What follows belongs to an exercise in optimizing a design on an open flow for small area; a production flow would make more cautious choices.
The RTL was checked by simulation tests, not by an equivalence proof against the original design.
Power is estimated from default activity; no workload was simulated.

`design/flow/design.v`:
```
package sniffer_pkg;
  typedef logic [32-1:0] addr_t;
  typedef logic [32-1:0] data_t;
  typedef logic [4-1:0] be_t;
  typedef logic [32-1:0] ts_t;
  typedef logic [7:0] src_id_t;
  localparam int ReservedW = 128 - 8 - 32 - 32
                             - 32 - 4 - 3;
  typedef struct packed {
    src_id_t              source_id;     
    ts_t                  timestamp;     
    addr_t                address;       
    data_t                data;          
    be_t                  byte_enable;   
    logic                 we;            
    logic                 valid;         
    logic                 gnt;           
    logic [ReservedW-1:0] reserved;      
  } frame_t;
  typedef struct packed {
    logic                         req;      
    logic                         id1;      
    logic                         we_gnt;   
    be_t                          be;       
    addr_t                        addr;     
    data_t                        data;
    logic [12-1:0]  ts_lo;    
  } entry_t;
  localparam int EntryW = 3 + 4 + 32 + 32
                          + 12;
  typedef enum logic {
    IDLE,
    SHIFT
  } ser_state_e;
endpackage
module event_capture (
  input  logic                clk_i,
  input  logic                rst_ni,
  input  logic                instr_req_i,
  input  sniffer_pkg::addr_t  instr_addr_i,
  input  sniffer_pkg::data_t  instr_wdata_i,
  input  sniffer_pkg::be_t    instr_be_i,
  input  logic                instr_we_i,
  input  logic                instr_rvalid_i,
  input  sniffer_pkg::data_t  instr_rdata_i,
  input  logic                instr_gnt_i,
  input  logic                data_req_i,
  input  sniffer_pkg::addr_t  data_addr_i,
  input  sniffer_pkg::data_t  data_wdata_i,
  input  sniffer_pkg::be_t    data_be_i,
  input  logic                data_we_i,
  input  logic                data_rvalid_i,
  input  sniffer_pkg::data_t  data_rdata_i,
  input  logic                data_gnt_i,
  input  logic                load_i,    
  output logic                push_o,
  output sniffer_pkg::entry_t entry_o,
  output sniffer_pkg::ts_t    ts_o       
);
  sniffer_pkg::ts_t ts_q;
  logic win_ir, win_iv, win_dr, win_dv, win_da;
  always_ff @(posedge clk_i or negedge rst_ni) begin
    if (!rst_ni) begin
      ts_q <= '0;
    end else begin
      ts_q <= ts_q + sniffer_pkg::ts_t'(1);   
    end
  end
  assign ts_o = ts_q;
  always_comb begin
    push_o         = instr_req_i | instr_rvalid_i | data_req_i | data_rvalid_i;
    win_ir = load_i && instr_req_i;
    win_iv = load_i && !instr_req_i && instr_rvalid_i;
    win_dr = load_i && !instr_req_i && !instr_rvalid_i && data_req_i;
    win_dv = load_i && !instr_req_i && !instr_rvalid_i && !data_req_i;   
    win_da = load_i && !instr_req_i && data_req_i;   
    entry_o.req    = load_i && (instr_req_i || (!instr_rvalid_i && data_req_i));
    entry_o.id1    = load_i && !instr_req_i && (instr_rvalid_i || data_req_i);
    entry_o.be     = ({4{win_ir}} & instr_be_i) |
                     ({4{win_da}} & data_be_i);
    entry_o.addr   = ({32{win_ir}} & instr_addr_i) |
                     ({32{win_da}} & data_addr_i);
    entry_o.ts_lo  = {12{load_i}} & ts_q[12-1:0];
    entry_o.we_gnt = (win_ir & instr_we_i) | (win_iv & instr_gnt_i) |
                     (win_dr & data_we_i) | (win_dv & data_gnt_i);
    entry_o.data   = ({32{win_ir}} & instr_wdata_i) |
                     ({32{win_iv}} & instr_rdata_i) |
                     ({32{win_dr}} & data_wdata_i) |
                     ({32{win_dv}} & data_rdata_i);
  end
endmodule
module frame_fifo #(
  parameter int Depth = 16
) (
  input  logic                clk_i,
  input  logic                rst_ni,
  input  logic                push_i,
  input  sniffer_pkg::entry_t entry_i,
  input  logic                pop_i,       
  input  logic                release_i,   
  input  logic                release_next_i,   
  input  logic                shift_i,     
  input  logic                shift_next_i,     
  output logic                load0_o,     
  output sniffer_pkg::entry_t head_o,      
  output logic                head_bit_o,  
  output logic                empty_o
);
  localparam int Slots = Depth + 1;
  localparam int W     = sniffer_pkg::EntryW;
  localparam int CntW  = $clog2(Depth) + 1;
  localparam int LoW   = 12;
  localparam int SerW  = 4 + 32 + 32 + LoW - 1;
  logic [CntW-1:0]  count_q;   
  logic             full;
  logic             push_ok;
  logic [Slots-1:0] valid_q;   
  logic [Slots-1:0] load;      
  logic [Slots-1:0] valid_in;  
  logic [Slots-1:0] valid_d;
  logic [Slots-1:0] stuck_d;   
  logic [Slots-1:0] load_q;    
  logic [Slots-1:0] take_new;
  logic [Slots-1:0][W-1:0] slot_q;
  logic [Slots-1:0][W-1:0] slot_in;
  logic             hold_q;    
  sniffer_pkg::entry_t top_q, top_in;
  logic [SerW-1:0]  ser_q, ser_in, ser_next;   
  assign full    = (count_q == CntW'(Depth));
  assign push_ok = push_i && !full;
  assign empty_o = (count_q == '0);
  always_ff @(posedge clk_i or negedge rst_ni) begin
    if (!rst_ni) begin
      count_q <= '0;
    end else begin
      case ({push_ok, pop_i})
        2'b10:   count_q <= count_q + 1'b1;
        2'b01:   count_q <= count_q - 1'b1;
        default: count_q <= count_q;   
      endcase
    end
  end
  always_comb begin
    load[Slots-1] = !valid_q[Slots-1] || release_i;
    for (int k = Slots - 2; k >= 0; k--) begin
      load[k] = !valid_q[k] || load[k+1];
    end
  end
  assign valid_in = {valid_q[Slots-2:0], push_ok};
  assign slot_in  = {slot_q[Slots-2:0], entry_i};
  assign load0_o  = load[0];
  always_comb begin
    for (int k = 0; k < Slots; k++) begin
      valid_d[k] = load[k] ? valid_in[k] : valid_q[k];
    end
    stuck_d[Slots-1] = valid_d[Slots-1] && !release_next_i;
    for (int k = Slots - 2; k >= 0; k--) begin
      stuck_d[k] = valid_d[k] && stuck_d[k+1];
    end
  end
  always_ff @(posedge clk_i or negedge rst_ni) begin
    if (!rst_ni) begin
      valid_q <= '0;
      load_q  <= '1;
      hold_q  <= 1'b0;
    end else begin
      valid_q <= valid_d;
      load_q  <= ~stuck_d;
      hold_q  <= stuck_d[Slots-1] && !shift_next_i;
    end
  end
  assign take_new = load & valid_in;
  for (genvar k = 0; k < Slots - 1; k++) begin : g_slot
    always_ff @(posedge clk_i) begin
      if (k == 0) begin
        slot_q[k][W-1:1] <= ~(slot_in[k][W-1:1] | ({(W-1){!load_q[k]}} & slot_q[k][W-1:1]));
        slot_q[k][0]     <= slot_in[k][0] | (!load_q[k] & slot_q[k][0]);
      end else begin
        slot_q[k][W-1:1] <= ~(({(W-1){!load[k]}} | slot_in[k][W-1:1]) &
                              ({(W-1){take_new[k]}} | slot_q[k][W-1:1]));
        slot_q[k][0]     <= (!load[k] | slot_in[k][0]) & (take_new[k] | slot_q[k][0]);
      end
    end
  end
  assign top_in   = slot_in[Slots-1];
  assign ser_in   = {top_in.ts_lo[LoW-1:1], top_in.addr, top_in.data, top_in.be};
  assign ser_q    = {top_q.ts_lo[LoW-1:1], top_q.addr, top_q.data, top_q.be};
  assign ser_next = {1'b0, ser_q[SerW-1:1]};
  always_ff @(posedge clk_i) begin
    {top_q.req, top_q.id1, top_q.we_gnt} <=
      ~(({3{!load[Slots-1]}} | {top_in.req, top_in.id1, top_in.we_gnt}) &
        ({3{load_q[Slots-1]}} | {top_q.req, top_q.id1, top_q.we_gnt}));
    top_q.ts_lo[0] <= (!load[Slots-1] | top_in.ts_lo[0]) & (load_q[Slots-1] | top_q.ts_lo[0]);
    {top_q.ts_lo[LoW-1:1], top_q.addr, top_q.data, top_q.be} <=
      ~(({SerW{load[Slots-1]}} & ser_in) | ({SerW{shift_i}} & ser_next) |
        ({SerW{hold_q}} & ser_q));
  end
  assign slot_q[Slots-1] = top_q;
  assign head_o     = top_q;
  assign head_bit_o = ser_q[0];
endmodule
module frame_serializer (
  input  logic                clk_i,
  input  logic                rst_ni,
  input  logic                empty_i,
  input  sniffer_pkg::entry_t entry_i,     
  input  logic                entry_bit_i,   
  input  sniffer_pkg::ts_t    ts_i,        
  output logic                pop_o,
  output logic                release_o,   
  output logic                release_next_o,   
  output logic                shift_o,     
  output logic                shift_next_o,     
  output logic                sniffer_tdo_o,
  output logic                sniffer_valid_o
);
  localparam int CntW  = $clog2(128);
  localparam int LoW   = 12;
  localparam int HiW   = 32 - LoW;
  localparam int HiPos = 88 + LoW;   
  logic            busy_q;      
  logic [CntW-1:0] bit_cnt_q;   
  logic            tdo_q;
  logic            valid_q;
  logic            wrapped;
  logic            lo_wrap;
  logic            hi_win;
  logic            borrow_q;    
  logic            ones_q;      
  logic            wrapped_q;   
  logic [128-1:0] frame;
  logic            mask;
  logic            inv_i;       
  logic            stored;      
  logic            req;         
  logic            id1;
  logic            we_gnt;
  logic [LoW-1:0]  ts_lo;
  logic            frame_bit;
  function automatic logic below(input logic [LoW-1:0] a, input logic [LoW-1:0] b);
    logic lt;
    lt = 1'b0;
    for (int i = 0; i < LoW; i++) begin
      lt = (a[i] ^ b[i]) ? b[i] : lt;
    end
    below = lt;
  endfunction
  assign pop_o     = !busy_q && !empty_i;   
  assign release_o = busy_q && (bit_cnt_q == CntW'(122));   
  assign release_next_o = busy_q && (bit_cnt_q == CntW'(121));
  assign shift_o      = busy_q && ((bit_cnt_q >= CntW'(20) && bit_cnt_q < CntW'(88)) ||
                                   (bit_cnt_q >= CntW'(89) && bit_cnt_q < CntW'(HiPos)));
  assign shift_next_o = busy_q && ((bit_cnt_q >= CntW'(19) && bit_cnt_q < CntW'(87)) ||
                                   (bit_cnt_q >= CntW'(88) && bit_cnt_q < CntW'(HiPos - 1)));
  assign inv_i   = ts_i[0] ^ entry_i.ts_lo[0];
  assign req     = entry_i.req ^ inv_i;
  assign id1     = entry_i.id1 ^ inv_i;
  assign we_gnt  = entry_i.we_gnt ^ inv_i;
  assign ts_lo   = {entry_i.ts_lo[LoW-1:1] ^ {(LoW-1){inv_i}}, entry_i.ts_lo[0]};
  assign wrapped = below(ts_i[LoW-1:0], ts_lo);
  assign lo_wrap = &ts_i[LoW-1:0];   
  assign hi_win  = (bit_cnt_q >= CntW'(HiPos)) && (bit_cnt_q < CntW'(HiPos + HiW));
  always_ff @(posedge clk_i) begin
    wrapped_q <= ((bit_cnt_q == CntW'(19)) ? wrapped : wrapped_q) || lo_wrap;
  end
  always_ff @(posedge clk_i) begin
    if (!hi_win) begin
      borrow_q <= lo_wrap || wrapped_q;
      ones_q   <= 1'b1;
    end else begin
      borrow_q <= lo_wrap ? (ones_q && frame_bit) : (borrow_q && !frame_bit);
      ones_q   <= ones_q && frame_bit;
    end
  end
  assign frame = {5'b0, !(req || id1), id1, req,
                  ts_i[32-1:LoW], {LoW-1{entry_bit_i}}, entry_i.ts_lo[0],
                  {32 + 32 + 4{entry_bit_i}},
                  req && we_gnt,
                  1'b1,
                  req || we_gnt,
                  17'b0};
  assign stored = (bit_cnt_q >= CntW'(20)) && (bit_cnt_q < CntW'(88)) ||
                  (bit_cnt_q > CntW'(88)) && (bit_cnt_q < CntW'(HiPos));
  assign mask = !req &&
                ((bit_cnt_q >= CntW'(20) && bit_cnt_q < CntW'(24)) ||
                 (bit_cnt_q >= CntW'(56) && bit_cnt_q < CntW'(88)));
  logic [31:0] sel1;
  logic [7:0]  sel2;
  logic [1:0]  sel3;
  always_comb begin
    for (int g = 0; g < 32; g++) sel1[g] = frame[4*g + bit_cnt_q[1:0]];
    for (int g = 0; g < 8; g++)  sel2[g] = sel1[4*g + bit_cnt_q[3:2]];
    for (int g = 0; g < 2; g++)  sel3[g] = sel2[4*g + bit_cnt_q[5:4]];
  end
  assign frame_bit = sel3[bit_cnt_q[6]];
  always_ff @(posedge clk_i or negedge rst_ni) begin
    if (!rst_ni) begin
      busy_q  <= 1'b0;
      tdo_q   <= 1'b0;
      valid_q <= 1'b0;
    end else begin
      if (pop_o) begin
        busy_q <= 1'b1;
      end else if (bit_cnt_q == CntW'(128 - 1)) begin
        busy_q <= 1'b0;
      end
      tdo_q   <= busy_q && (((frame_bit ^ (stored && inv_i)) && !mask) ^ (hi_win && borrow_q));
      valid_q <= busy_q;
    end
  end
  always_ff @(posedge clk_i) begin
    if (busy_q) begin
      bit_cnt_q <= bit_cnt_q + 1'b1;   
    end else begin
      bit_cnt_q <= '0;
    end
  end
  assign sniffer_tdo_o   = tdo_q;
  assign sniffer_valid_o = valid_q;
endmodule
module bus_sniffer (
  input  logic                clk_i,
  input  logic                rst_ni,
  input  logic                instr_req_i,
  input  sniffer_pkg::addr_t  instr_addr_i,
  input  sniffer_pkg::data_t  instr_wdata_i,
  input  sniffer_pkg::be_t    instr_be_i,
  input  logic                instr_we_i,
  input  logic                instr_rvalid_i,
  input  sniffer_pkg::data_t  instr_rdata_i,
  input  logic                instr_gnt_i,
  input  logic                data_req_i,
  input  sniffer_pkg::addr_t  data_addr_i,
  input  sniffer_pkg::data_t  data_wdata_i,
  input  sniffer_pkg::be_t    data_be_i,
  input  logic                data_we_i,
  input  logic                data_rvalid_i,
  input  sniffer_pkg::data_t  data_rdata_i,
  input  logic                data_gnt_i,
  output logic                sniffer_tdo_o,
  output logic                sniffer_valid_o
);
  logic   push;
  sniffer_pkg::entry_t cap_entry;
  sniffer_pkg::ts_t    ts;
  logic   pop;
  logic   release_head;
  logic   load0;
  logic   release_head_next;
  logic   shift_head;
  logic   shift_head_next;
  logic   head_bit;
  logic   empty;
  sniffer_pkg::entry_t head_entry;
  event_capture u_capture (
    .clk_i     (clk_i),
    .rst_ni    (rst_ni),
    .instr_req_i(instr_req_i),
    .instr_addr_i(instr_addr_i),
    .instr_wdata_i(instr_wdata_i),
    .instr_be_i(instr_be_i),
    .instr_we_i(instr_we_i),
    .instr_rvalid_i(instr_rvalid_i),
    .instr_rdata_i(instr_rdata_i),
    .instr_gnt_i(instr_gnt_i),
    .data_req_i(data_req_i),
    .data_addr_i(data_addr_i),
    .data_wdata_i(data_wdata_i),
    .data_be_i (data_be_i),
    .data_we_i (data_we_i),
    .data_rvalid_i(data_rvalid_i),
    .data_rdata_i(data_rdata_i),
    .data_gnt_i(data_gnt_i),
    .load_i    (load0),
    .push_o    (push),
    .entry_o   (cap_entry),
    .ts_o      (ts)
  );
  frame_fifo #(
    .Depth (16)
  ) u_fifo (
    .clk_i   (clk_i),
    .rst_ni  (rst_ni),
    .push_i    (push),
    .entry_i   (cap_entry),
    .pop_i     (pop),
    .release_i (release_head),
    .release_next_i (release_head_next),
    .shift_i   (shift_head),
    .shift_next_i (shift_head_next),
    .load0_o   (load0),
    .head_o    (head_entry),
    .head_bit_o (head_bit),
    .empty_o   (empty)
  );
  frame_serializer u_serializer (
    .clk_i           (clk_i),
    .rst_ni          (rst_ni),
    .empty_i         (empty),
    .entry_i         (head_entry),
    .entry_bit_i     (head_bit),
    .ts_i            (ts),
    .pop_o           (pop),
    .release_o       (release_head),
    .release_next_o  (release_head_next),
    .shift_o         (shift_head),
    .shift_next_o    (shift_head_next),
    .sniffer_tdo_o   (sniffer_tdo_o),
    .sniffer_valid_o (sniffer_valid_o)
  );
endmodule
```
`design/flow/flow/run.sh`:
```
#!/bin/bash
# The standard layout (the standard.sh: standard synthesis, floorplan,
# power grid, placement, CTS, routing), with options the flow settings
# cannot reach:
#  - port buffers are the smallest buffer, buf_1, instead of the delay cell
#    buffer_ports picks by default (every port still gets its own buffer)
#  - CTS (same clustering and buffers as config.mk's CTS settings) without
#    dummy loads; the tree is still an H-tree balanced by CTS
# Each tool's output goes to the ORFS logs under orfs/logs/; make's own
# output is kept in flow_make.log here.
set -euo pipefail
cd "$(dirname "$0")/.."
export CTS_ARGS="-sink_clustering_enable -repair_clock_nets -dont_use_dummy_load -sink_clustering_size 20 -sink_clustering_max_diameter 60 -buf_list {sky130_fd_sc_hd__clkbuf_4 sky130_fd_sc_hd__clkbuf_8}"
export BUFFER_PORTS_ARGS="-buffer_cell sky130_fd_sc_hd__buf_1"
bash standard.sh finish > flow_make.log 2>&1
```
`design/flow/standard.sh`:
```
#!/bin/bash
# synth_recipe.tcl (not shown) runs the flow's synth.tcl, then flattens the netlist and writes it again
# the make line also repeats each setting of config.mk as NAME=value (left out here)
make -C /OpenROAD-flow-scripts/flow DESIGN_CONFIG=/design/flow/config.mk WORK_HOME=/design/flow/orfs CLKGATE_MAP_FILE= SYNTH_SCRIPT=/design/flow/synth_recipe.tcl "${@:-finish}"
```
`design/flow/config.mk`:
```
export PLATFORM = sky130hd
export DESIGN_NAME = bus_sniffer
export DESIGN_NICKNAME = bus_sniffer
export VERILOG_FILES = /design/flow/design.v
export SDC_FILE = /design/flow/constraint.sdc
export NUM_CORES = 4
export LEC_CHECK = 0
export CAP_MARGIN = 20
export CORE_MARGIN = 2
export CORE_UTILIZATION = 70
export CTS_BUF_LIST = sky130_fd_sc_hd__clkbuf_4 sky130_fd_sc_hd__clkbuf_8
export CTS_CLUSTER_DIAMETER = 60
export CTS_CLUSTER_SIZE = 20
export PLACE_DENSITY = 0.8
export SLEW_MARGIN = 20
```
`design/flow/constraint.sdc`:
```
create_clock -name core_clock -period 5.0 [get_ports {clk_i}]
set_input_delay 1.0000 -clock core_clock [delete_from_list [all_inputs] [get_ports {clk_i}]]
set_output_delay 1.0000 -clock core_clock [all_outputs]
set_load 0.01 [all_outputs]
```
==> results of run 1 <==
[kinds of logic after synthesis]
group | Yosys count | share of synthesized area [%]
and+or+nand+nor | 287 | 3.51
muxes | 10 | 0.319
buffers and inverters | 377 | 3.64
adders and majority gates | 15 | 0.422
AOI/OAI and AO/OA | 1491 | 22.8
xor gates and xnor gates | 53 | 1.06
DFF | 1481 | 68.3
[how the worst max path moves through the flow]
stage                                               from  slack (ps)  depth (start not counted)                            end
floorplan                                    instr_req_i        2100                         13  u_fifo.count_q[4]$_DFFE_PN0P_
global placement    u_serializer.bit_cnt_q[1]$_SDFF_PN0_        1240                          8      u_fifo.slot_q[12]$_DFF_P_
detailed placement  u_serializer.bit_cnt_q[1]$_SDFF_PN0_        1010                          8      u_fifo.slot_q[32]$_DFF_P_
CTS                 u_serializer.bit_cnt_q[1]$_SDFF_PN0_        1000                          8      u_fifo.slot_q[17]$_DFF_P_
global route        u_serializer.bit_cnt_q[1]$_SDFF_PN0_         780                          9      u_fifo.slot_q[19]$_DFF_P_
finish              u_serializer.bit_cnt_q[1]$_SDFF_PN0_        1010                          9      u_fifo.slot_q[20]$_DFF_P_
[layout make-up]
cell class / instances / area, um2
Multi-Input combinational cell: 1856 / 12500
Timing Repair Buffer: 254 / 1150
Sequential cell: 1481 / 30000
Antenna cell: 1 / 2.50
Tap cell: 837 / 1050
Clock buffer: 86 / 1180
Fill cell: 4130 / 15900
Inverter: 22 / 82.6
[power breakdown]
group / internal [mW] / switching [mW] / leakage [nW]
clock network: 1.56 / 3.24 / 0.618
logic: 2.46 / 2.05 / 3.71
registers: 17.6 / 3.97 / 12.7
total: 21.6 / 9.25 / 17.1
[registers in the layout, summed over array words and instances, names as in the netlist, 2 cells and up]
| register | count |
|---|---|
| u_fifo.load_q | 2 |
| u_capture.ts_q | 32 |
| u_fifo.slot_q | 1328 |
| u_serializer.bit_cnt_q | 7 |
| u_fifo.top_q | 83 |
| u_fifo.valid_q | 17 |
| u_fifo.count_q | 5 |
[critical path: cells and delay by family (launching register included)]
family / cells / cell delay, ps
simple gates: 5 / 1670
flops: 1 / 780
compound gates: 1 / 650
fa+ha+maj: 1 / 290
buf+inv: 2 / 470
[layer usage]
layer | up-vias | routed length (um) | GRT usage (%)
met2 | 1118 | 39900 | 41.1
met3 | 138 | 5800 | 3.57
met4 | 0 | 1690 | 6.37
li1 | 14500 | - | -
met1 | 15000 | 45100 | 43.6
met5 | - | 0 | 0
[cell usage in the layout (no fill, tap or decap), drive strengths merged, types with 6 or more instances in the layout]
master,count
nand3,22
a222oi,148
o22a,16
inv,22
dfrtp,58
xor2,20
ha,10
a21oi,16
buf,254
o22ai,1238
o211ai,6
nor2,23
and2,16
nor3,16
xnor2,33
nor2b,18
a21o,7
nand2,94
nand4,10
or2,16
o21ai,14
a22oi,17
dfxtp,1421
and3,44
clkbuf,86
==> results.py, run 1 <==
metrics = {
    "run_status": {
        "status": "complete, no violations",
    },
    "worst_setup_path": {
        "worstPathMaxFanout": 19,
        "cp.arrival_ps": 4540,
        "reg2reg_depth": 9,
        "r2r-end": "u_fifo.slot_q[20]$_DFF_P_",
        "crit_path_cell_trace": "ha_1 > inv_1 > o311ai_4 > nor3_2 > nand4_2 > nor4bb_4 > buf_4 > nand2_1 > and3_1",
        "critPathCaptureType": "flip-flop",
        "critPathKind": "flip-flop to flip-flop",
        "slowest_stage": "dfxtp_1",
        "worstSetupStartpointType": "flip-flop",
        "rrSetupSlack_ps": 1010,
        "worstReg2RegStart": "u_serializer.bit_cnt_q[1]$_SDFF_PN0_",
        "cpPeakStageDelay_ps": 780,
        "crit_required_ps": 5550,
    },
    "clock_tree": {
        "cts_hold_buf": 0,
        "cts.reportedPaths.clkPinSlew_ps": 110,
        "clock_latency_ps": 740,
        "cts_buffers": 86,
        "post_cts_buffers": 0,
        "cts.sinks": 1481,
        "clockBufferDepth": 3,
        "cts-root-buf": "clkbuf_8",
        "cts.repair.resized": 0,
        "htreeDepth": 3,
        "cts_tree": "yes",
    },
    "placement": {
        "dp_slack_ps": 1010,
        "gp_congestion": 0.927,
        "place_inst": 4449,
        "dp_hpwl_um": 60100,
        "port_buffers": 211,
        "placed_cell_area_um2": 44700,
    },
    "timing": {
        "relSlewSlack_pct": 33.0,
        "period_share_pct": 79.9,
        "hold_slack_ps": 403,
        "hold_viol": 0,
        "tightestPinTransition_ps": 1000,
        "setup_tns_ps": 0,
        "setup_ws_ps": 1010,
        "rsz0062_at_grt": "false",
        "period_needed_ps": 3990,
        "drv_slew": 0,
        "fin_skew_ps": 85.2,
        "fmaxAchievable_ghz": 0.250,
        "setup_viol": 0,
    },
    "route": {
        "ant_nets": 0,
        "first_iter_violations": 3514,
        "vias": 30700,
        "wire_per_inst_um": 20.4,
        "routed_wl_um": 92500,
        "drc_errors": 0,
        "dr.pass1.iters": 14,
        "drt-vias-per-instance": 6.77,
    },
    "die": {
        "rows": 91,
        "start_util_pct": 71.0,
        "core_area_um2": 61800,
        "die_area_um2": 64700,
        "ios": 212,
        "chipWidth_um": 254,
        "die_y_um": 254,
    },
    "worst_hold_path": {
        "min_path_type": "flip-flop to flip-flop",
        "hold_path_end": "u_fifo.slot_q[1326]$_DFF_P_",
        "whs_path_depth": 1,
        "min_from": "u_fifo.slot_q[1243]$_DFF_P_",
    },
    "final_layout": {
        "finalNonFillerCells": 4537,
        "fin_nets": 3922,
        "utilization_pct": 74.3,
        "fin_area_um2": 46000,
        "areaGrowthSynthToFinish_pct": 4.73,
        "drive_gt1_share_pct": 5.46,
    },
    "global_route": {
        "grt_usage_pct": 27.8,
        "grt_pass1_vias": 27500,
        "antenna_found_initial": 2,
        "grt-ovfl-total": 0,
        "grt_pass1_wl_um": 149000,
        "grt_max_degree": 88,
    },
    "power": {
        "power.leakage_nw": 17.1,
        "powerDensity_nw_per_um2": 672,
        "total_power_mw": 30.9,
        "worst_ir_drop_vdd_mv": 0.361,
    },
    "logic_synthesis": {
        "ys.flop_type": "dfxtp_1",
        "yosysMostFrequentCell": "dfxtp_1",
        "yosysWarnings": 4,
        "yosys.area.top_type": "dfxtp_1",
        "ys_types": 68,
        "syn_area_um2": 43900,
        "yosysSeqAreaShare_pct": 68.3,
        "ys_top_cells_by_count": "1421 x dfxtp_1, 1238 x o22ai_1, 217 x clkbuf_1",
        "synth_edf_count": 0,
        "synth-seq-cells": 1481,
        "syn-mean-instance-area_um2": 11.8,
        "synth.area.top_cells": "dfxtp_1 65%, o22ai_1 18%, a222oi_1 3.4%",
        "synthArstFlopShare_pct": 4.05,
        "syn_nets": 3935,
        "yosysTopAreaCellShare_pct": 64.8,
        "syn_inst": 3714,
    },
    "run": {
        "maxCapViolCount": 0,
    },
}
==> inputs of run 2 (changes only) <==
--- a/design/flow/config.mk
+++ b/design/flow/config.mk
@@ -8,5 +8,5 @@
 export CAP_MARGIN = 20
 export CORE_MARGIN = 2
-export CORE_UTILIZATION = 70
+export CORE_UTILIZATION = 72
 export CTS_BUF_LIST = sky130_fd_sc_hd__clkbuf_4 sky130_fd_sc_hd__clkbuf_8
 export CTS_CLUSTER_DIAMETER = 60
==> results.py, run 2 <==
metrics = {
    "placement": {
        "gp_congestion": 0.913,
        "place_inst": 4396,
        "placed_cell_area_um2": 44700,
        "port_buffers": 211,
        "dp_hpwl_um": 61400,
    },
    "worst_setup_path": {
        "slowest_stage": "dfxtp_1",
        "cpPeakStageDelay_ps": 740,
        "crit_path_cell_trace": "inv_1 > ha_1 > inv_1 > o311ai_4 > nor3_4 > buf_4 > and3_2 > buf_4 > o22ai_1",
        "critPathKind": "flip-flop to flip-flop",
        "cp_num_buf_inv": 4,
        "worstPathMaxFanout": 86,
        "critPathCaptureType": "flip-flop",
        "worstSetupStartpointType": "flip-flop",
        "cp_top_family": "buffers and inverters",
        "crit_required_ps": 5540,
        "cp.arrival_ps": 4420,
    },
    "timing": {
        "relSlewSlack_pct": 35.5,
        "tightestPinTransition_ps": 966,
        "setup_viol": 0,
        "setup_tns_ps": 0,
        "period_share_pct": 77.7,
        "period_needed_ps": 3890,
        "drv_slew": 0,
        "hold_viol": 0,
        "fmaxAchievable_ghz": 0.257,
        "fin_skew_ps": 78.2,
        "rsz0062_at_grt": "false",
    },
    "logic_synthesis": {
        "ys_types": 68,
        "ys_top_cells_by_count": "1421 x dfxtp_1, 1238 x o22ai_1, 217 x clkbuf_1",
        "yosys.area.top_type": "dfxtp_1",
        "synthArstFlopShare_pct": 4.05,
        "syn_inst": 3714,
        "synth.area.top_cells": "dfxtp_1 65%, o22ai_1 18%, a222oi_1 3.4%",
        "ys.flop_type": "dfxtp_1",
        "synth_edf_count": 0,
        "synth-seq-cells": 1481,
        "yosysMostFrequentCell": "dfxtp_1",
        "yosysTopAreaCellShare_pct": 64.8,
        "yosysWarnings": 4,
        "syn-mean-instance-area_um2": 11.8,
        "syn_area_um2": 43900,
        "syn_nets": 3935,
        "yosysSeqAreaShare_pct": 68.3,
    },
    "global_route": {
        "grt_pass1_vias": 28100,
        "grt-ovfl-total": 0,
        "grt_pass1_wl_um": 152000,
        "grt_usage_pct": 29.0,
        "grt_max_degree": 87,
        "antenna_found_initial": 0,
    },
    "route": {
        "drc_errors": 0,
        "drt-vias-per-instance": 6.85,
        "routed_wl_um": 93300,
        "dr.pass1.iters": 10,
        "vias": 30700,
        "first_iter_violations": 3531,
        "wire_per_inst_um": 20.8,
        "ant_nets": 0,
    },
    "clock_tree": {
        "cts_buffers": 85,
        "htreeDepth": 3,
        "cts.repair.resized": 0,
        "cts.sinks": 1481,
        "cts_tree": "yes",
        "clock_latency_ps": 720,
        "post_cts_buffers": 0,
        "cts-root-buf": "clkbuf_8",
        "clockBufferDepth": 3,
        "cts.reportedPaths.clkPinSlew_ps": 110,
        "cts_hold_buf": 0,
    },
    "final_layout": {
        "fin_nets": 3923,
        "n_fill_cell": 3891,
        "areaGrowthSynthToFinish_pct": 4.51,
        "top_register": "u_fifo.slot_q",
        "mostFrequentLayoutCell": "dfxtp_1",
        "finalNonFillerCells": 4483,
        "largest_register_ffs": 1328,
        "fin_area_um2": 45900,
        "final_cell_mix": "1421 x dfxtp_1, 1238 x o22ai_1, 210 x buf_1",
        "drive_gt1_share_pct": 5.46,
    },
    "die": {
        "die_area_um2": 62900,
        "chipWidth_um": 251,
        "ios": 212,
        "die_y_um": 251,
        "start_util_pct": 72.8,
        "rows": 90,
        "core_area_um2": 60200,
    },
    "run": {
        "maxCapViolCount": 0,
    },
    "run_status": {
        "status": "complete, no violations",
    },
    "power": {
        "total_power_mw": 30.9,
        "worst_ir_drop_vdd_mv": 0.396,
        "power.leakage_nw": 17.1,
        "powerDensity_nw_per_um2": 674,
    },
    "worst_hold_path": {
        "min_path_type": "flip-flop to flip-flop",
    },
}
-- run 2: logic make-up after synthesis --
kind of cell | share of synthesized area, %
DFF | 68.3
adders and majority gates | 0.422
AOI/OAI and AO/OA | 22.8
muxes | 0.319
and+or+nand+nor | 3.51
buffers and inverters | 3.64
xor gates and xnor gates | 1.06
-- run 2: final timing paths --
kind                                                            from                             to  slack (ps)  cells past startpoint
worst min-delay path                       u_fifo.slot_q[45]$_DFF_P_     u_fifo.slot_q[128]$_DFF_P_         420                      1
worst max-delay path            u_serializer.bit_cnt_q[0]$_SDFF_PN0_     u_fifo.slot_q[291]$_DFF_P_        1110                      9
max in group asynchronous                                     rst_ni        u_fifo.hold_q$_DFF_PN0_        3970                      2
worst max register to register  u_serializer.bit_cnt_q[0]$_SDFF_PN0_     u_fifo.slot_q[291]$_DFF_P_        1110                      9
min in group asynchronous                                     rst_ni  u_fifo.count_q[2]$_DFFE_PN0P_         470                      2
worst min register to register             u_fifo.slot_q[45]$_DFF_P_     u_fifo.slot_q[128]$_DFF_P_         420                      1
-- run 2: per-layer routing --
metal / share of wire [%] / vias up / global-route usage (%)
met5: 0 / - / 0
met4: 1.8 / 0 / 7.01
met3: 7.0 / 125 / 3.94
met2: 43 / 1124 / 43.3
met1: 48 / 15000 / 44.9
li1: - / 14500 / -
-- run 2: power by group --
part	total [mW]	internal [mW]	switching, mW	leakage, nW
combinational	4.48	2.46	2.02	3.72
clock	4.78	1.54	3.23	0.611
sequential	21.6	17.6	4.03	12.7
-- run 2: worst register-to-register path: stages, from the launching register on --
cell	delay, ps
dfxtp_1	740
inv_1	150
ha_1	250
inv_1	170
o311ai_4	240
nor3_4	330
buf_4	670
and3_2	670
buf_4	420
o22ai_1	130
-- run 2: final cells by class --
cell class                 count  area, um2  share of cell area [%]
antenna                        1       2.50                 0.00546
clock buffer                  85       1170                    2.55
inverter                      22       82.6                   0.180
multi-input combinational   1856      12500                    27.3
sequential                  1481      30000                    65.3
tap                          782        978                    2.13
timing repair buffer         256       1140                    2.49
-- run 2: metrics by stage --
stage / hold slack (ps) / utilization (%) / worst slack (ps)
floorplan: 411 / - / 2100
global placement: 417 / 74.1 / 1290
detailed placement: 427 / 74.1 / 1090
CTS: 396 / 76.1 / 1120
global route: 418 / 76.1 / 702
finish: 425 / 76.1 / 1110

-- re-timing with driven ports --
Ports are ideal in the flow. The routed layouts listed here were re-timed in OpenROAD.
Step 1 sets driving cells, clkbuf_16 on the clock port and buf_2 on the other inputs (assumed; they add their load-dependent delay and slew).
Step 2 moves the port delays by t, midway between the first and last clock arrival at a register: inputs arrive t later, outputs are due t later. That takes back most of the time a late clock gives input paths.
a / b / c = ideal / step 1 / step 2; a / b = the first two.
run	t, ns	setup slack, ns	cell pins on the clock port's net
run 1	0.757	1.006 / 1.006 / 1.006	1
run 2	0.738	1.113 / 1.113 / 1.113	1
After both steps setup and hold are still met in every run listed.
